Context: an optimization exercise on an open-source flow, tuned for small area. The choices shown serve that exercise and are no tape-out recipe.
Only simulation tests tie the RTL to the original design; equivalence was not proved.

## flow/design.v (module list and top-level ports; edited modules follow where they fit)
// module fp_adder: 56 lines
// module fp_multiplier: 35 lines
// module fp_sig_mul: 954 lines
// module fp_round: 75 lines
// module fp_lane_front: 21 lines
// module fpr_file: 86 lines
// module fpu_top: 161 lines
module fpu_top
(
    input  logic                fpu_clock,
    input  logic                fpu_reset_b,
    input  fpu_pkg::fpu_op_t    fpu_instr,
    input  fpu_pkg::reg_index_t fs,
    input  fpu_pkg::reg_index_t ft,
    input  fpu_pkg::reg_index_t fd,
    input  fpu_pkg::fp_word_t   data_gpr,
    output fpu_pkg::fp_word_t   result,
    output fpu_pkg::fp_word_t   data_fpr,
    output logic                exception
);
  // ...
==> flow/flow/run.sh <==
#!/bin/bash
# Own layout flow: the standard layout (standard.sh) with these changes:
#  - synthesis maps the combinational logic for area (see flow/synth.tcl);
#    every register is the standard synthesis's
#  - clock tree: no dummy loads, larger sink clusters
#  - port buffers: the smallest buffer
# Each step's full output is in this folder: synth.log, layout.log, and
# ORFS's own logs under orfs/logs.
set -euo pipefail
W=$PWD
F=$W/flow
export MY_ABC_SCRIPT=$F/abc.script
sed "s#SYNTH_SCRIPT=[^ ]*#SYNTH_SCRIPT=$F/synth.tcl #" standard.sh > own_standard.sh
bash own_standard.sh synth > $W/synth.log 2>&1
export CTS_ARGS="-sink_clustering_enable -repair_clock_nets -dont_use_dummy_load -sink_clustering_size 25 -sink_clustering_max_diameter 100"
export BUFFER_PORTS_ARGS="-buffer_cell sky130_fd_sc_hd__buf_1"
bash own_standard.sh finish > $W/layout.log 2>&1
==> flow/flow/abc.script <==
&get -n
&st
&dch
&nf -R 1000 -C 32 -F 8 -A 8
&st
&dch
&nf -R 1000 -C 32 -F 8 -A 8
&st
&dch
&nf -R 1000 -C 32 -F 8 -A 8
&put
topo
stime -c
==> flow/flow/synth.tcl <==
# synth_recipe.tcl with three changes to the combinational mapping (the
# registers are the standard synthesis's): Yosys's synth runs without its
# quick ABC pass, extract_fa extracts full adders only, and the final ABC
# call runs flow/abc.script, an area-oriented mapping.
proc synth {args} { yosys synth -nofsm -noshare -noabc {*}$args }
proc extract_fa {args} { yosys extract_fa -fa }
proc abc {args} {
  set out {}
  set i 0
  while {$i < [llength $args]} {
    set a [lindex $args $i]
    if {$a eq "-script"} {
      lappend out -script $::env(MY_ABC_SCRIPT)
      incr i 2
      continue
    }
    lappend out $a
    incr i
  }
  yosys abc {*}$out
}
source $::env(SCRIPTS_DIR)/synth.tcl
# left out here: clear keep_hierarchy, flatten, clean up, hide names made inside functions, write 1_2_yosys.v
==> flow/standard.sh <==
#!/bin/bash
# synth_recipe.tcl (not shown) runs the flow's synth.tcl, then flattens the netlist and writes it again
# the make line also repeats each setting of config.mk as NAME=value (left out here)
make -C /OpenROAD-flow-scripts/flow DESIGN_CONFIG=/design/flow/config.mk WORK_HOME=/design/flow/orfs CLKGATE_MAP_FILE= SYNTH_SCRIPT=/design/flow/synth_recipe.tcl "${@:-finish}"
==> flow/config.mk <==
export PLATFORM = sky130hd
export DESIGN_NAME = fpu_top
export DESIGN_NICKNAME = fpu_top
export VERILOG_FILES = /design/flow/design.v
export SDC_FILE = /design/flow/constraint.sdc
export NUM_CORES = 8
export LEC_CHECK = 0
export CAP_MARGIN = 20
export CORE_MARGIN = 2
export CORE_UTILIZATION = 40
export SLEW_MARGIN = 20
==> flow/constraint.sdc <==
create_clock -name core_clock -period 17.0 [get_ports {fpu_clock}]
set_input_delay 3.4000 -clock core_clock [delete_from_list [all_inputs] [get_ports {fpu_clock}]]
set_output_delay 3.4000 -clock core_clock [all_outputs]
set_load 0.01 [all_outputs]
==> metrics.md, run 1 <==
| Metric | Value |
|---|---|
| Post-Route Utilization | 0.453 |
| Worst setup EP type | register |
| Cells after DPL | 12.2k |
| Initial DRC count | 18.0k |
| Num Clock Sinks | 1,273 |
| Synth area leaders | edfxtp_1 35%, fa_1 12%, dfxtp_1 5.6% |
| Layout Nets | 9,850 |
| Hold Violations, Final | 0 |
| Commonest cells in the netlist | 1,024 x edfxtp_1, 852 x nand2_1, 799 x nor2_1, 549 x o22ai_1, 541 x o21ai_0 |
| Status | complete, no violations |
| Chip height | 475 µm |
| Ys Warns | 5 |
| Clk buf depth | 3 |
| Top_reg_cell synth | edfxtp_1 |
| Seq_cells | 1,273 |
| CTS Buf Count | 71 |
| Capture point of the critical path | m_sig_e[26] |
| Worst-Skew Late Latency | 0.80 ns |
| RePlAce Congestion | 1.04 |
| Leading cell type by number of instances after synthesis | edfxtp_1 |
| Total GRT Usage | 0.388 |
| Vias in the first global route | 83.0k |
| Inverters | 242 |
| Placed Area | 97,700 µm² |
| Multi-input gates | 7,140 |
==> module fpr_file, before the edit <==
module fpr_file
(
    input  logic                fpu_clock,
    input  logic                fpu_reset_b,
    input  logic                wbe_we,
    input  logic [3:0]          wbe_row,
    input  fpu_pkg::fp_word_t   wbe_data,
    input  logic                wbo_we,
    input  logic [3:0]          wbo_row,
    input  fpu_pkg::fp_word_t   wbo_data,
    input  logic                fwm_we,
    input  fpu_pkg::reg_index_t fwm_idx,
    input  fpu_pkg::fp_word_t   fwm_data,
    input  logic                fww_we_e,
    input  logic                fww_we_o,
    input  fpu_pkg::reg_index_t fww_idx,
    input  fpu_pkg::fp_word_t   fww_data,
    input  fpu_pkg::reg_index_t rs_idx,
    input  fpu_pkg::reg_index_t rt_idx,
    output fpu_pkg::fp_word_t   se_data,
    output fpu_pkg::fp_word_t   so_data,
    output fpu_pkg::fp_word_t   te_data,
    output fpu_pkg::fp_word_t   to_data
);
    logic [15:0][31:0] bank_e, bank_o;
    fpu_pkg::fp_word_t wbe_word, wbo_word;
    logic [15:0]       wbe_en, wbo_en;
    assign wbe_word = wbe_data & {32{~fpu_reset_b}};
    assign wbo_word = wbo_data & {32{~fpu_reset_b}};
    always_comb
    begin
        for (int i = 0; i < 16; i++)
        begin
            wbe_en[i] = fpu_reset_b | (wbe_we & (wbe_row == 4'(i)));
            wbo_en[i] = fpu_reset_b | (wbo_we & (wbo_row == 4'(i)));
        end
    end
    always_ff @(posedge fpu_clock)
    begin
        for (int i = 0; i < 16; i++)
        begin
            if (wbe_en[i])
                bank_e[i] <= wbe_word;
            if (wbo_en[i])
                bank_o[i] <= wbo_word;
        end
    end
    logic [15:0] s_row, t_row, se_sel, so_sel, te_sel, to_sel;
    always_comb
    begin
        s_row = 16'd1 << rs_idx[4:1];
        t_row = 16'd1 << rt_idx[4:1];
    end
    assign so_sel = s_row;
    assign to_sel = t_row;
    assign se_sel = rs_idx[0] ? {s_row[14:0], s_row[15]} : s_row;
    assign te_sel = rt_idx[0] ? {t_row[14:0], t_row[15]} : t_row;
    fpu_pkg::reg_index_t se_reg, so_reg, te_reg, to_reg;
    assign se_reg = {rs_idx[4:1] + {3'd0, rs_idx[0]}, 1'b0};
    assign so_reg = {rs_idx[4:1], 1'b1};
    assign te_reg = {rt_idx[4:1] + {3'd0, rt_idx[0]}, 1'b0};
    assign to_reg = {rt_idx[4:1], 1'b1};
    logic se_m, so_m, te_m, to_m, se_w, so_w, te_w, to_w;
    assign se_m = fwm_we & (fwm_idx == se_reg);
    assign so_m = fwm_we & (fwm_idx == so_reg);
    assign te_m = fwm_we & (fwm_idx == te_reg);
    assign to_m = fwm_we & (fwm_idx == to_reg);
    assign se_w = ~se_m & fww_we_e & (fww_idx == se_reg);
    assign so_w = ~so_m & fww_we_o & (fww_idx == so_reg);
    assign te_w = ~te_m & fww_we_e & (fww_idx == te_reg);
    assign to_w = ~to_m & fww_we_o & (fww_idx == to_reg);
    always_comb
    begin
        se_data = ({32{se_m}} & fwm_data) | ({32{se_w}} & fww_data);
        so_data = ({32{so_m}} & fwm_data) | ({32{so_w}} & fww_data);
        te_data = ({32{te_m}} & fwm_data) | ({32{te_w}} & fww_data);
        to_data = ({32{to_m}} & fwm_data) | ({32{to_w}} & fww_data);
        for (int i = 0; i < 16; i++)
        begin
            se_data = se_data | ({32{se_sel[i] & ~se_m & ~se_w}} & bank_e[i]);
            so_data = so_data | ({32{so_sel[i] & ~so_m & ~so_w}} & bank_o[i]);
            te_data = te_data | ({32{te_sel[i] & ~te_m & ~te_w}} & bank_e[i]);
            to_data = to_data | ({32{to_sel[i] & ~to_m & ~to_w}} & bank_o[i]);
        end
    end
endmodule
==> run 2, diff against run 1 <==
--- a/flow/design.v
+++ b/flow/design.v
@@ -1189,8 +1189,8 @@
     logic [15:0][31:0] bank_e, bank_o;
     fpu_pkg::fp_word_t wbe_word, wbo_word;
     logic [15:0]       wbe_en, wbo_en;
-    assign wbe_word = wbe_data & {32{~fpu_reset_b}};
-    assign wbo_word = wbo_data & {32{~fpu_reset_b}};
+    assign wbe_word = wbe_data;
+    assign wbo_word = wbo_data;
     always_comb
     begin
         for (int i = 0; i < 16; i++)
--- a/flow/config.mk
+++ b/flow/config.mk
@@ -7,5 +7,5 @@
 export LEC_CHECK = 0
 export CAP_MARGIN = 20
 export CORE_MARGIN = 2
-export CORE_UTILIZATION = 40
+export CORE_UTILIZATION = 55
 export SLEW_MARGIN = 20
==> metrics.md, run 2 <==
| Metric | Value |
|---|---|
| Worst path arrival time | 17.01 ns |
| RePlAce Congestion | 1.14 (+10%) |
| Registers with the most flip-flops | i_fpr_file.bank_e (512), i_fpr_file.bank_o (512) |
| Asr flop ratio synth | 0 |
| Worst setup EP type | register |
| Worst Skew | 0.0978 ns |
| Crit path largest cell delay | 0.93 ns |
| Synth Register Bits | 1,273 |
| Synth area leader | edfxtp_1 |
| Slew @ Worst Pin | 1.26 ns |
| Syn Nets | 9,191 |
| Die Wd | 406 µm |
| Max Cap Viol | 0 |
| Layout Nets | 9,834 (-0.16%) |
| Most common cell after layout, fill and taps aside | edfxtp_1 |
| Vias in the first global route | 84.0k (+1.2%) |
| H-tree depth | 2 |
| Rows | 147 |
| Initial antenna violation count | 23 |
| Syn_area_per_cell | 10.3 µm² |
| Status | complete, no violations |
| Setup TNS | 0 ns |
| Grt ovf | 0 |
| Hold Path Class | register to register |
| Global-route wire length before repair | 614,000 µm |
| Die Area | 165,000 µm² |
| DR vias/cell | 7.79 |
| Clk buf depth | 3 (unchanged) |
| Slowest-stage cell, CP | mux2i_2 |
| CP max FO | 33 |
| Largest net degree at the start of global routing | 68 |
| Fin crit share | 0.964 |
| Chip height | 406 µm (-15%) |
| Hold Violations, Final | 0 (unchanged) |
| Final Critical Period | 16.39 ns |
| DRC | 0 |
| Initial DRC count | 19.4k (+7.8%) |
| Layout area overhead | 11.0% |
| Cell mode on critical path | a31oi_1 |
| R2r setup slk | 0.61 ns |
| CTS tree | done |
| Max-slew violations | 0 |
| Post-Syn Area | 88,800 µm² |
| Slew Limit Headroom | 0.162 |
| Crit Path Class | register to register |
| Number of synthesized flops with an enable pin | 1,024 |
| Top_reg_cell synth | edfxtp_1 |
| Core area | 160,000 µm² |
| Clock-pin slew on the worst setup and hold paths | 0.11 ns |
| Commonest non-fill, non-tap cells in the layout | 1,024 x edfxtp_1, 973 x nand2_1, 635 x xnor2_1 |
| DP HPWL | 304,000 µm |
| Leading cell type by number of instances after synthesis | edfxtp_1 |
| DR WL/cell | 38.5 µm |
| Commonest cells in the netlist | 1,024 x edfxtp_1, 977 x nand2_1, 670 x nor2_1, 644 x xnor2_1, 535 x o21ai_0 |
| Via Count | 89.0k |
| Startpoint types | register |
| Share of the synthesized area in the top cell type | 0.346 |
| Drt pass-1 iters | 22 |
| Endpoints failing setup | 0 |
| Antenna Violating Nets Remaining | 0 |
| Max frequency | 0.0610 GHz |
| Root Buffer Master | clkbuf_16 |
| Buffers on Ports | 117 |
| Ys Warns | 5 (unchanged) |
| Synth area leaders | edfxtp_1 35%, fa_1 12%, xnor2_1 6.4% |
| Post-synthesis sequential area ratio | 0.403 |
| Total GRT Usage | 0.523 (+0.135) |
| Worst-Skew Late Latency | 0.78 ns (-0.02 ns) |
| Data required, critical path | 17.62 ns |
| Initial Utilization | 0.554 |
| Num Clock Sinks | 1,273 (unchanged) |
| Mapped Cells | 8,614 |
| Share of layout cells above drive strength 1 | 0.0804 |
| RSZ-0062 raised after global routing | no |
| Post-synthesis cell type count | 68 |
| CTS Buf Count | 59 (-17%) |
| Io pins | 118 |
| Wirelength, routed | 440,000 µm |
==> run 2: cell types whose count changed after synthesis, moves of 62 or more <==
cell / previous run / this run
nand2_1: 852 / 977
clkinv_1: 242 / 304
nor2_1: 799 / 670
mux2i_1: 89 / 152
xnor2_1: 328 / 644
nor2b_1: 151 / 77
xor2_1: 468 / 151
==> run 2: worst paths after layout <==
path,cells after the start,from,endpoint
setup / recovery,59,ft_q[1],m_sig_e[27]
hold / removal,0,m_fd[2],w_fd[2]
setup reg to reg,59,ft_q[1],m_sig_e[27]
hold reg to reg,0,m_fd[2],w_fd[2]
==> run 2: cells by family (layout without fill, tap and decap cells) <==
family	after synthesis	after routing	share of synthesized area
xor gates and xnor gates	795	795	0.0784
buffers and inverters	304	945	0.0129
AOI/OAI and AO/OA	2921	2921	0.230
other	0	19	0
DFF	1273	1273	0.403
and+or+nand+nor	2602	2602	0.136
adders and majority gates	545	545	0.121
muxes	174	174	0.0199
==> run 2: metal layers <==
layer	GRT usage	up-vias	routed length, µm
li1	-	35200	-
met1	0.649	41900	146000
met2	0.708	9074	171000
met3	0.247	2794	80300
met4	0.381	28	43500
met5	0.00416	-	284
==> run 2: final cells by class <==
type                    instances  area, µm²
inverters                     304       1140
multi-input cells            7037      53400
clock buffers                  59       1480
diodes                         19       47.5
well taps                    2160       2700
flip-flops and latches       1273      35700
fillers                     13500      61900
repair buffers                582       3970
==> run 2: metrics by stage <==
| stage | util | area (µm²) | setup WS (ns) | hold WS (ns) | std cells |
|---|---|---|---|---|---|
| floorplan | - | 88800 | 0.574 | 0.396 | 8614 |
| finish | 0.614 | 98500 | 0.615 | 0.434 | 11400 |
| global route | 0.614 | 98500 | 0.0251 | 0.451 | 11400 |
| global placement | 0.604 | 96900 | 1.08 | 0.416 | 11400 |
| detailed placement | 0.604 | 96900 | 1.04 | 0.425 | 11400 |
| CTS | 0.613 | 98400 | 0.889 | 0.439 | 11400 |
==> run 2: worst max-delay path, delay by kind of cell, from the launching register on <==
kind                     cells  cell delay, ns
AND/OR/NAND/NOR             24            4.82
buffers and inverters        3            1.20
adder cells (fa/ha/maj)      9            3.25
multiplexers                 1            0.93
XOR/XNOR                     1            0.27
AO/OA/AOI/OAI               21            5.14
flip-flops                   1            0.58
==> run 2: timing repair <==
action                                  CTS  global route
resized for setup                         0            13
endpoints found under the setup margin    0             8
buffers inserted                          0             0
hold buffers                              0             0
==> run 3, diff against run 2 <==
--- a/flow/flow/run.sh
+++ b/flow/flow/run.sh
@@ -12,6 +12,6 @@
 export MY_ABC_SCRIPT=$F/abc.script
 sed "s#SYNTH_SCRIPT=[^ ]*#SYNTH_SCRIPT=$F/synth.tcl #" standard.sh > own_standard.sh
 bash own_standard.sh synth > $W/synth.log 2>&1
-export CTS_ARGS="-sink_clustering_enable -repair_clock_nets -dont_use_dummy_load -sink_clustering_size 25 -sink_clustering_max_diameter 100"
+export CTS_ARGS="-sink_clustering_enable -repair_clock_nets -dont_use_dummy_load -sink_clustering_size 25 -sink_clustering_max_diameter 80"
 export BUFFER_PORTS_ARGS="-buffer_cell sky130_fd_sc_hd__buf_1"
 bash own_standard.sh finish > $W/layout.log 2>&1
--- a/flow/config.mk
+++ b/flow/config.mk
@@ -7,5 +7,6 @@
 export LEC_CHECK = 0
 export CAP_MARGIN = 20
 export CORE_MARGIN = 2
-export CORE_UTILIZATION = 55
+export CORE_UTILIZATION = 40
+export PLACE_DENSITY = 0.75
 export SLEW_MARGIN = 20
==> metrics.md, run 3 <==
| Metric | Value |
|---|---|
| Global-route wire length before repair | 612,000 µm (-0.29%) |
| Multi-input logic area | 53,300 µm² (-0.28%) |
| R2r setup slk | 1.24 ns (+0.63 ns) |
| Commonest cells in the netlist | 1,024 x edfxtp_1, 977 x nand2_1, 670 x nor2_1, 644 x xnor2_1, 535 x o21ai_0 |
| Status | complete, no violations |
| Die Wd | 475 µm (+17%) |
| Ys Warns | 5 (unchanged) |
| Post-synthesis cell type count | 68 (unchanged) |
| Share of the synthesized area in the top cell type | 0.346 (unchanged) |
| Filler instances | 20.4k (+51%) |
| Max Cap Viol | 0 (unchanged) |
| Syn_area_per_cell | 10.3 µm² (unchanged) |
| CTS Buf Count | 76 (+29%) |
| Adder-Cell Fraction of Synth Area | 0.121 (unchanged) |
| DR WL/cell | 35.9 µm (-6.7%) |
| Setup TNS | 0 ns (unchanged) |
| Main combinational cell family by area after synthesis | compound AO/OA/AOI/OAI gates |
| Initial Utilization | 0.403 (-0.150) |
| Post-synthesis compound-gate area fraction | 0.230 (unchanged) |
| Leading cell type by number of instances after synthesis | edfxtp_1 |
| Slew @ Worst Pin | 1.30 ns (+0.0459 ns) |
| Worst Skew | 0.152 ns (+0.0542 ns) |
| Hold buffer count at cts | 0 (unchanged) |
| RePlAce Congestion | 1.06 (-7.2%) |
| FF/Latch Area | 35,700 µm² (about the same) |
| DP HPWL | 301,000 µm (-1.3%) |
| Via Count | 88.5k (-0.65%) |
| Total GRT Usage | 0.376 (-0.147) |
| Largest net degree at the start of global routing | 71 (+4.4%) |
| Rows | 172 (+17%) |
| Num Clock Sinks | 1,273 (unchanged) |
| Layout Nets | 9,840 (+0.061%) |
| Number of synthesized flops with an enable pin | 1,024 (unchanged) |
| Clock-pin slew on the worst setup and hold paths | 0.07 ns (-0.04 ns) |
| Max frequency | 0.0635 GHz (+4.0%) |
| Endpoints failing setup | 0 (unchanged) |
| Registers with the most flip-flops | i_fpr_file.bank_e (512), i_fpr_file.bank_o (512) |
| H-tree depth | 3 (+1) |
| Commonest non-fill, non-tap cells in the layout | 1,024 x edfxtp_1, 973 x nand2_1, 635 x xnor2_1 |
| Fin crit share | 0.927 (-0.0368) |
| Crit Path Class | register to register |
| Hold Path Class | register to register |
| DR vias/cell | 7.22 (-7.2%) |
| Clk buf depth | 3 (unchanged) |
| Mux cell area share after synthesis | 0.0199 (unchanged) |
| Hold Violations, Final | 0 (unchanged) |
| Synth Area in XOR/XNOR | 0.0784 (unchanged) |
| Synth area leader | edfxtp_1 |
| Largest delay share family, worst path | compound AO/OA/AOI/OAI gates |
| Data required, critical path | 17.58 ns (-0.04 ns) |
| Startpoint types | register |
| Worst path arrival time | 16.34 ns (-0.67 ns) |
| Initial antenna violation count | 29 (+26%) |
| Vias in the first global route | 84.1k (+0.073%) |
| CTS tree | done |
| Most common cell after layout, fill and taps aside | edfxtp_1 |
| Antenna Violating Nets Remaining | 0 (unchanged) |
| Slew Limit Headroom | 0.107 (-0.0543) |
| Worst setup EP type | register |
| Worst-Skew Late Latency | 0.79 ns (about the same) |
| Grt ovf | 0 (unchanged) |
| Cell mode on critical path | o21ai_0 |
| DRC | 0 (unchanged) |
| Io pins | 118 (unchanged) |
| Crit path largest cell delay | 0.64 ns (-0.29 ns) |
| Initial DRC count | 20.1k (+3.8%) |
| Synth area leaders | edfxtp_1 35%, fa_1 12%, xnor2_1 6.4% |
| Final Critical Period | 15.76 ns (-0.626 ns) |
| Synth Register Bits | 1,273 (unchanged) |
| Syn Nets | 9,191 (unchanged) |
| Share of layout cells above drive strength 1 | 0.0802 (-0.000160) |
| Root Buffer Master | clkbuf_16 |
| Worst hold slack | 0.440 ns (+0.00636 ns) |
| Buffers on Ports | 117 (unchanged) |
| Max-slew violations | 0 (unchanged) |
| Wirelength, routed | 440,000 µm (about the same) |
| Chip height | 475 µm (+17%) |
| Post-Syn Area | 88,800 µm² (unchanged) |
| Post-synthesis sequential area ratio | 0.403 (unchanged) |
| Asr flop ratio synth | 0 (unchanged) |
| Die Area | 226,000 µm² (+37%) |
| Core area | 220,000 µm² (+37%) |
| Slowest-stage cell, CP | dfxtp_1 |
| RSZ-0062 raised after global routing | no |
| Crit path buf inv count | 6 (+3) |
| CP max FO | 18 (-45%) |
| Mapped Cells | 8,614 (unchanged) |
| Synth Area in Simple Gates | 0.136 (unchanged) |
| Top_reg_cell synth | edfxtp_1 |
| Drt pass-1 iters | 17 (-23%) |
| Layout area overhead | 12.3% |
==> run 3: what timing repair did <==
item / in CTS / in global routing
endpoints found under the hold margin: 0 / 0
gates resized for setup: 0 / 11
buffers inserted: 0 / 5
setup endpoints to repair: 0 / 6
==> run 3: kinds of logic after synthesis <==
logic type,after synthesis
compound gates,2921
simple gates,2602
buf+inv,304
xor+xnor,795
flops,1273
mux,174
fa+ha+maj,545
==> run 3: area by class of cell <==
type                    instances  area share
repair buffers                571      0.0388
well taps                    2958      0.0371
diodes                         28    0.000703
clock buffers                  76      0.0191
inverters                     304      0.0115
multi-input cells            7037       0.534
flip-flops and latches       1273       0.358
==> run 3: per-stage QoR <==
| step | setup WS [ns] | area (µm²) | util | std cells |
|---|---|---|---|---|
| 6_report | 1.24 | 99700 | 0.453 | 12200 |
| 3_3_place_gp | 1.36 | 97700 | 0.444 | 12100 |
| 5_1_grt | 0.117 | 99700 | 0.453 | 12200 |
| 2_1_floorplan | 0.574 | 88800 | - | 8614 |
| 4_1_cts | 1.09 | 99600 | 0.452 | 12200 |
| 3_5_place_dp | 1.27 | 97700 | 0.444 | 12100 |
==> run 3: final timing paths <==
kind | endpoint | startpoint | cells past startpoint
max reg2reg | m_sig_o[27] | w_fd[2] | 71
min | w_fd[2] | m_fd[2] | 0
min reg2reg | w_fd[2] | m_fd[2] | 0
max | m_sig_o[27] | w_fd[2] | 71
==> run 3: routing by layer <==
layer  vias to the layer above  track usage  part of all wire
li1                      35200            -                 -
met1                     41900        0.454              0.33
met2                      8904        0.529              0.39
met3                      2401        0.188              0.18
met4                        37        0.237             0.087
met5                         -      0.00746            0.0012

what the ideal ports hide:
In the flow no input, the clock included, has a driving cell. The finished layouts below were timed again as built, in two steps. Step 1 assumes that a clkbuf_16 drives the clock port and a buf_2 every other input. Step 2 adds t to the input delays and takes it off the output delays; t is the mean of the earliest and latest rising clock arrival at the registers after step 1. Input paths then give back, and output paths get back, about the clock's delay inside the block. Three values: ideal, step 1, step 2; two values: the first two.
| run | t, ns | slack for setup (ns) | hold WS [ns] | worst data-port slew with drivers (ns) |
|---|---|---|---|---|
| run 1 | 0.809 | 1.367 / 1.367 / 1.367 | 0.440 / 0.440 / 0.440 | 0.08 |
| run 2 | 0.826 | 0.615 / 0.615 / 0.615 | 0.434 / 0.434 / 0.434 | 0.05 |
| run 3 | 0.803 | 1.241 / 1.241 / 1.241 | 0.440 / 0.440 / 0.440 | 0.11 |
After both steps setup and hold are still met in every run listed.
